Background: an optimization exercise with open tools, aiming at small area. Do not read the settings as production practice.
RTL that was checked went through simulation tests only; none was proved equivalent to the original.
Power figures rest on the tool's default switching activity, not on a simulated workload.

==> inputs of run G <==
==> flow/design.v <==
`timescale 1ns/1ps
module tcp_stats_monitor (
  input  logic        ap_clk,
  input  logic        ap_rst_n,
  input  logic        ap_start,
  input  logic [63:0] cnt_preset,
  input  logic        rx_tvalid,
  input  logic        rx_tready,
  input  logic [7:0]  rx_tkeep,
  input  logic        rx_tlast,
  input  logic        tx_tvalid,
  input  logic        tx_tready,
  input  logic [7:0]  tx_tkeep,
  input  logic        tx_tlast,
  input  logic        tx_status_tvalid,
  input  logic        tx_status_tready,
  input  logic [63:0] tx_status_tdata,
  input  logic        open_status_tvalid,
  input  logic        open_status_tready,
  input  logic [23:0] open_status_tdata,
  input  logic        close_tvalid,
  input  logic        close_tready,
  output logic        ap_done,
  output logic        ap_idle,
  output logic [41:0] rx_bytes,
  output logic [41:0] tx_bytes,
  output logic [31:0] rx_pkts,
  output logic [31:0] tx_pkts,
  output logic [31:0] sts_total,
  output logic [31:0] sts_good,
  output logic [31:0] open_total,
  output logic [31:0] open_good,
  output logic [63:0] exec_cycles
);
  logic       start_prev;
  logic       rx_fire, tx_fire;
  logic [3:0] rx_cnt, tx_cnt;
  assign rx_fire = rx_tvalid & rx_tready & ap_rst_n;
  assign tx_fire = tx_tvalid & tx_tready & ap_rst_n;
  assign rx_cnt  = 4'($countones(rx_tkeep));
  assign tx_cnt  = 4'($countones(tx_tkeep));
  logic       s1_start, s1_close, s1_rxp, s1_txp, s1_sts, s1_stsg, s1_open, s1_openg;
  logic [3:0] s1_rxb, s1_txb;
  always_ff @(posedge ap_clk) begin
    start_prev <= ap_start & ap_rst_n;
    s1_start   <= ap_start & ~start_prev & ap_rst_n;
    s1_close   <= close_tvalid & close_tready & ap_rst_n;
    s1_rxb     <= rx_fire ? rx_cnt : 4'd0;
    s1_rxp     <= rx_fire & rx_tlast;
    s1_txb     <= tx_fire ? tx_cnt : 4'd0;
    s1_txp     <= tx_fire & tx_tlast;
    s1_sts     <= tx_status_tvalid & tx_status_tready & ap_rst_n;
    s1_stsg    <= tx_status_tvalid & tx_status_tready & ap_rst_n
                  & ~tx_status_tdata[63] & ~tx_status_tdata[62];
    s1_open    <= open_status_tvalid & open_status_tready & ap_rst_n;
    s1_openg   <= open_status_tvalid & open_status_tready & ap_rst_n & open_status_tdata[16];
  end
  logic       s2_start, s2_close, s2_rxp, s2_txp, s2_sts, s2_stsg, s2_open, s2_openg;
  logic [3:0] s2_rxb, s2_txb;
  logic       rst_q;   
  always_ff @(posedge ap_clk) begin
    rst_q    <= ~ap_rst_n;
    s2_start <= s1_start;
    s2_close <= s1_close;
    s2_rxb   <= s1_rxb;
    s2_rxp   <= s1_rxp;
    s2_txb   <= s1_txb;
    s2_txp   <= s1_txp;
    s2_sts   <= s1_sts;
    s2_stsg  <= s1_stsg;
    s2_open  <= s1_open;
    s2_openg <= s1_openg;
  end
  logic live;    
  logic clear;   
  logic keep;    
  logic [63:0] pre;   
  assign live  = ap_rst_n & ~rst_q;
  assign clear = live & s2_start;
  assign keep  = ap_rst_n & ~clear;
  assign pre   = cnt_preset & {64{clear}};
  logic close_now;
  logic running;
  assign close_now = live & s2_close;
  always_ff @(posedge ap_clk) begin
    ap_done <= close_now;
    running <= ~close_now & (clear | (running & ap_rst_n));
  end
  assign ap_idle = ~running;
  logic [41:0] rx_bytes_d, tx_bytes_d;
  logic [31:0] rx_pkts_d, tx_pkts_d, sts_total_d, sts_good_d, open_total_d, open_good_d;
  logic [63:0] exec_cycles_d;
  stat_add #(.W(42), .IW(4)) u_rxb (.q(rx_bytes),   .pre(pre[41:0]), .keep, .inc(s2_rxb & {4{live}}), .d(rx_bytes_d));
  stat_add #(.W(42), .IW(4)) u_txb (.q(tx_bytes),   .pre(pre[41:0]), .keep, .inc(s2_txb & {4{live}}), .d(tx_bytes_d));
  stat_add #(.W(32), .IW(1)) u_rxp (.q(rx_pkts),    .pre(pre[31:0]), .keep, .inc(s2_rxp & live),   .d(rx_pkts_d));
  stat_add #(.W(32), .IW(1)) u_txp (.q(tx_pkts),    .pre(pre[31:0]), .keep, .inc(s2_txp & live),   .d(tx_pkts_d));
  stat_add #(.W(32), .IW(1)) u_st  (.q(sts_total),  .pre(pre[31:0]), .keep, .inc(s2_sts & live),   .d(sts_total_d));
  stat_add #(.W(32), .IW(1)) u_sg  (.q(sts_good),   .pre(pre[31:0]), .keep, .inc(s2_stsg & live),  .d(sts_good_d));
  stat_add #(.W(32), .IW(1)) u_ot  (.q(open_total), .pre(pre[31:0]), .keep, .inc(s2_open & live),  .d(open_total_d));
  stat_add #(.W(32), .IW(1)) u_og  (.q(open_good),  .pre(pre[31:0]), .keep, .inc(s2_openg & live), .d(open_good_d));
  stat_add #(.W(64), .IW(1)) u_ex  (.q(exec_cycles), .pre(pre),    .keep, .inc(running & keep),  .d(exec_cycles_d));
  always_ff @(posedge ap_clk) begin
    rx_bytes    <= rx_bytes_d;
    tx_bytes    <= tx_bytes_d;
    rx_pkts     <= rx_pkts_d;
    tx_pkts     <= tx_pkts_d;
    sts_total   <= sts_total_d;
    sts_good    <= sts_good_d;
    open_total  <= open_total_d;
    open_good   <= open_good_d;
    exec_cycles <= exec_cycles_d;
  end
endmodule
module stat_add #(
  parameter int W  = 32,
  parameter int IW = 1
) (
  input  logic [W-1:0]  q,
  input  logic [W-1:0]  pre,
  input  logic          keep,
  input  logic [IW-1:0] inc,
  output logic [W-1:0]  d
);
  logic [W-1:0] base;
  logic [W:IW]  c;   
  assign base = (q & {W{keep}}) | pre;
  assign {c[IW], d[IW-1:0]} = {1'b0, base[IW-1:0]} + {1'b0, inc};
  localparam int B = 4;   
  localparam int S = 4;   
  localparam int NB = (W - IW + B - 1) / B;
  localparam int NS = (NB + S - 1) / S;
  logic [NB-1:0] pb;         
  logic [NB:0]   cb;         
  logic [NS-1:0] ps;         
  logic [NS:0]   cs;         
  for (genvar k = 0; k < NB; k++) begin : g_pb
    localparam int LO = IW + k * B;
    localparam int HI = (LO + B - 1 < W - 1) ? LO + B - 1 : W - 1;
    assign pb[k] = &base[HI:LO];
  end
  for (genvar m = 0; m < NS; m++) begin : g_ps
    localparam int LO = m * S;
    localparam int HI = (LO + S - 1 < NB - 1) ? LO + S - 1 : NB - 1;
    assign ps[m] = &pb[HI:LO];
  end
  assign cs[0] = c[IW];
  for (genvar m = 0; m < NS; m++) begin : g_cs
    assign cs[m+1] = cs[m] & ps[m];
  end
  for (genvar k = 0; k < NB; k++) begin : g_cb
    if (k % S == 0) begin : g_first
      assign cb[k] = cs[k / S];
    end else begin : g_next
      assign cb[k] = cb[k-1] & pb[k-1];
    end
  end
  for (genvar i = IW; i < W; i++) begin : g_bit
    if ((i - IW) % B == 0) begin : g_first
      if (i > IW) begin : g_c
        assign c[i] = cb[(i - IW) / B];
      end
    end else begin : g_next
      assign c[i] = c[i-1] & base[i-1];
    end
    assign d[i] = base[i] ^ c[i];
  end
endmodule
==> flow/run.sh <==
#!/bin/bash
# synth_recipe.tcl (not shown) runs the flow's synth.tcl, then flattens the netlist and writes it again
# the make line also repeats each setting of config.mk as NAME=value (left out here)
make -C /OpenROAD-flow-scripts/flow DESIGN_CONFIG=/design/flow/config.mk WORK_HOME=/design/flow/orfs CLKGATE_MAP_FILE= SYNTH_SCRIPT=/design/flow/synth_recipe.tcl finish
==> flow/config.mk <==
export PLATFORM = sky130hd
export DESIGN_NAME = tcp_stats_monitor
export DESIGN_NICKNAME = tcp_stats_monitor
export VERILOG_FILES = /design/flow/design.v
export SDC_FILE = /design/flow/constraint.sdc
export NUM_CORES = 4
export LEC_CHECK = 0
export CAP_MARGIN = 20
export CORE_MARGIN = 2
export CORE_UTILIZATION = 40
export SLEW_MARGIN = 20
==> flow/constraint.sdc <==
create_clock -name core_clock -period 4.0 [get_ports {ap_clk}]
set_input_delay 0.8000 -clock core_clock [delete_from_list [all_inputs] [get_ports {ap_clk}]]
set_output_delay 0.8000 -clock core_clock [all_outputs]
set_load 0.01 [all_outputs]
==> run E: changes against run G <==
--- a/flow/design.v
+++ b/flow/design.v
@@ -37,8 +37,14 @@
   logic [3:0] rx_cnt, tx_cnt;
   assign rx_fire = rx_tvalid & rx_tready & ap_rst_n;
   assign tx_fire = tx_tvalid & tx_tready & ap_rst_n;
-  assign rx_cnt  = 4'($countones(rx_tkeep));
-  assign tx_cnt  = 4'($countones(tx_tkeep));
+  always_comb begin
+    rx_cnt = 4'd0;
+    tx_cnt = 4'd0;
+    for (int i = 0; i < 8; i++) begin
+      rx_cnt = rx_cnt + {3'd0, rx_tkeep[i]};
+      tx_cnt = tx_cnt + {3'd0, tx_tkeep[i]};
+    end
+  end
   logic       s1_start, s1_close, s1_rxp, s1_txp, s1_sts, s1_stsg, s1_open, s1_openg;
   logic [3:0] s1_rxb, s1_txb;
   always_ff @(posedge ap_clk) begin
==> flow/flow/run.sh (new file) <==
#!/bin/bash
# standard layout, with the port buffers made of the smallest buffer cell
cp standard.sh standard_sh_copy.log
export BUFFER_PORTS_ARGS="-buffer_cell sky130_fd_sc_hd__buf_1"
bash standard.sh > standard.log 2>&1
==> flow/standard.sh (new file) <==
#!/bin/bash
# synth_recipe.tcl (not shown) runs the flow's synth.tcl, then flattens the netlist and writes it again
# the make line also repeats each setting of config.mk as NAME=value (left out here)
make -C /OpenROAD-flow-scripts/flow DESIGN_CONFIG=/design/flow/config.mk WORK_HOME=/design/flow/orfs CLKGATE_MAP_FILE= SYNTH_SCRIPT=/design/flow/synth_recipe.tcl "${@:-finish}"
Settings changed: ABC_AREA set to 1, CORE_UTILIZATION 40 to 65, CTS_BUF_LIST set to sky130_fd_sc_hd__clkbuf_16, CTS_CLUSTER_DIAMETER set to 70, CTS_CLUSTER_SIZE set to 24, GPL_TIMING_DRIVEN set to 0, PLACE_DENSITY set to 0.75.
removed: flow/run.sh
==> run K: changes against run G <==
--- a/flow/design.v
+++ b/flow/design.v
@@ -37,8 +37,14 @@
   logic [3:0] rx_cnt, tx_cnt;
   assign rx_fire = rx_tvalid & rx_tready & ap_rst_n;
   assign tx_fire = tx_tvalid & tx_tready & ap_rst_n;
-  assign rx_cnt  = 4'($countones(rx_tkeep));
-  assign tx_cnt  = 4'($countones(tx_tkeep));
+  always_comb begin
+    rx_cnt = 4'd0;
+    tx_cnt = 4'd0;
+    for (int i = 0; i < 8; i++) begin
+      rx_cnt = rx_cnt + {3'd0, rx_tkeep[i]};
+      tx_cnt = tx_cnt + {3'd0, tx_tkeep[i]};
+    end
+  end
   logic       s1_start, s1_close, s1_rxp, s1_txp, s1_sts, s1_stsg, s1_open, s1_openg;
   logic [3:0] s1_rxb, s1_txb;
   always_ff @(posedge ap_clk) begin
==> flow/flow/run.sh (new file) <==
#!/bin/bash
# standard layout, with the port buffers made of the smallest buffer cell
cp standard.sh standard_sh_copy.log
export BUFFER_PORTS_ARGS="-buffer_cell sky130_fd_sc_hd__buf_1"
bash standard.sh > standard.log 2>&1
==> flow/standard.sh (new file) <==
#!/bin/bash
# synth_recipe.tcl (not shown) runs the flow's synth.tcl, then flattens the netlist and writes it again
# the make line also repeats each setting of config.mk as NAME=value (left out here)
make -C /OpenROAD-flow-scripts/flow DESIGN_CONFIG=/design/flow/config.mk WORK_HOME=/design/flow/orfs CLKGATE_MAP_FILE= SYNTH_SCRIPT=/design/flow/synth_recipe.tcl "${@:-finish}"
Settings changed: ABC_AREA set to 1, GPL_TIMING_DRIVEN set to 0.
removed: flow/run.sh
==> run F: changes against run G <==
--- a/flow/design.v
+++ b/flow/design.v
@@ -37,8 +37,14 @@
   logic [3:0] rx_cnt, tx_cnt;
   assign rx_fire = rx_tvalid & rx_tready & ap_rst_n;
   assign tx_fire = tx_tvalid & tx_tready & ap_rst_n;
-  assign rx_cnt  = 4'($countones(rx_tkeep));
-  assign tx_cnt  = 4'($countones(tx_tkeep));
+  always_comb begin
+    rx_cnt = 4'd0;
+    tx_cnt = 4'd0;
+    for (int i = 0; i < 8; i++) begin
+      rx_cnt = rx_cnt + {3'd0, rx_tkeep[i]};
+      tx_cnt = tx_cnt + {3'd0, tx_tkeep[i]};
+    end
+  end
   logic       s1_start, s1_close, s1_rxp, s1_txp, s1_sts, s1_stsg, s1_open, s1_openg;
   logic [3:0] s1_rxb, s1_txb;
   always_ff @(posedge ap_clk) begin
==> flow/flow/run.sh (new file) <==
#!/bin/bash
# standard layout, with the port buffers made of the smallest buffer cell
cp standard.sh standard_sh_copy.log
export BUFFER_PORTS_ARGS="-buffer_cell sky130_fd_sc_hd__buf_1"
bash standard.sh > standard.log 2>&1
==> flow/standard.sh (new file) <==
#!/bin/bash
# synth_recipe.tcl (not shown) runs the flow's synth.tcl, then flattens the netlist and writes it again
# the make line also repeats each setting of config.mk as NAME=value (left out here)
make -C /OpenROAD-flow-scripts/flow DESIGN_CONFIG=/design/flow/config.mk WORK_HOME=/design/flow/orfs CLKGATE_MAP_FILE= SYNTH_SCRIPT=/design/flow/synth_recipe.tcl "${@:-finish}"
Settings changed: ABC_AREA set to 1, CTS_BUF_LIST set to sky130_fd_sc_hd__clkbuf_16, CTS_CLUSTER_DIAMETER set to 100, CTS_CLUSTER_SIZE set to 30, GPL_TIMING_DRIVEN set to 0.
removed: flow/run.sh
==> implementation parameters <==
Parameter                              Value

GRT
  Met1 track demand over resource in global routing ... 0.315

Place
  Area of placed instances ... 19,000 um^2
  Placed Cells incl. Taps ... 2,877

Routing
  DR vias ... 14,048
  Highest routed layer ... met4

Power and ir drop
  Combinational-cell power consumption ... 0.626 mW

Clocking
  Worst-Skew Late Latency ... 0.54 ns

Status
  Run status ... complete, no violations

Synth
  Synth Area in Adders ... 0.209

Worst setup path
  Capturing element of the worst setup path ... open_good[31]$_DFF_P_
  Slowest CP cell ... nor3_1

Final layout
  Leading cell types in the layout, fill and taps excluded ... nand2_1, buf_1, dfxtp_1, ha_1, inv_1
# the run above: run F

==> implementation parameters <==
Parameter                              Value

Status
  Run status ... complete, no violations

Final layout
  Leading cell types in the layout, fill and taps excluded ... nand2_1, buf_1, dfxtp_1, ha_1, inv_1

Worst setup path
  Slowest CP cell ... fa_1
  Capturing element of the worst setup path ... tx_bytes[39]$_DFF_P_

Routing
  DR vias ... 14,666

Clocking
  Worst-Skew Late Latency ... 0.54 ns

Power and ir drop
  Combinational-cell power consumption ... 0.628 mW

Place
  Placed Cells incl. Taps ... 2,675
  Area of placed instances ... 18,700 um^2
# the run above: run E

==> implementation parameters <==
Parameter                              Value

Place
  Area of placed instances ... 23,500 um^2
  Placed Cells incl. Taps ... 2,986

Routing
  DR vias ... 16,159
  Highest routed layer ... met5

GRT
  Met1 track demand over resource in global routing ... 0.311

Floorplanning
  I/O Pins ... 525

Worst setup path
  Slowest CP cell ... clkdlybuf4s50_1
  Capturing element of the worst setup path ... tx_bytes[27]$_DFF_P_

Clocking
  Worst-Skew Late Latency ... 0.57 ns

Power and ir drop
  Combinational-cell power consumption ... 0.898 mW

Status
  Run status ... complete, no violations

Final layout
  Leading cell types in the layout, fill and taps excluded ... clkdlybuf4s50_1, dfxtp_1, nand2_1, a21oi_1, ha_1

Synth
  Synth Area in Adders ... 0.190
# the run above: run G

==> implementation parameters <==
Parameter                              Value

Worst setup path
  Slowest CP cell ... nor2_1
  Capturing element of the worst setup path ... open_total[28]$_DFF_P_

Clocking
  Worst-Skew Late Latency ... 0.56 ns
  CTS-repair resized insts ... 38

Final layout
  Leading cell types in the layout, fill and taps excluded ... nand2_1, buf_1, dfxtp_1, ha_1, inv_1
  Clock network area share ... 0.0698

Place
  Area of placed instances ... 19,000 um^2
  Placed Cells incl. Taps ... 2,877

Routing
  DR vias ... 14,342
  Highest routed layer ... met4

Synth
  Synth Area in Adders ... 0.209

Power and ir drop
  Combinational-cell power consumption ... 0.629 mW

GRT
  Met1 track demand over resource in global routing ... 0.318

Status
  Run status ... complete, no violations
# the run above: run K

For run G, only the layout was checked, not whether the RTL still works.

-- separate check: timing with driven ports --
The results above use ideal ports. As a check the final layouts listed here were re-extracted and re-timed, cells and wires unchanged. Step 1, drivers: a clkbuf_16 drives ap_clk and a buf_2 each remaining input, both assumed. Step 2 adds t to the input delays and takes it off the output delays; t is the mean of the earliest and latest rising clock arrival at the registers after step 1. Input paths then give back, and output paths get back, about the clock's delay inside the block. a / b / c = ideal / step 1 / step 2; a / b = the first two.
run	t, ns	setup slack, ns	worst setup path at the end	clock arrival spread, ns
run G	0.619	0.318 / 0.333 / -0.278	input to register	0.021 / 0.021
run E	0.579	0.138 / 0.164 / -0.415	input to register	0.016 / 0.016
run K	0.607	0.281 / 0.294 / -0.292	input to register	0.014 / 0.015
run F	0.585	0.268 / 0.295 / -0.282	input to register	0.042 / 0.041
With both steps, setup timing fails in every run listed, where it was met with ideal ports. The setup slack of run G, which loses most, moves by +0.015 ns with the drivers and by -0.596 ns with both steps.
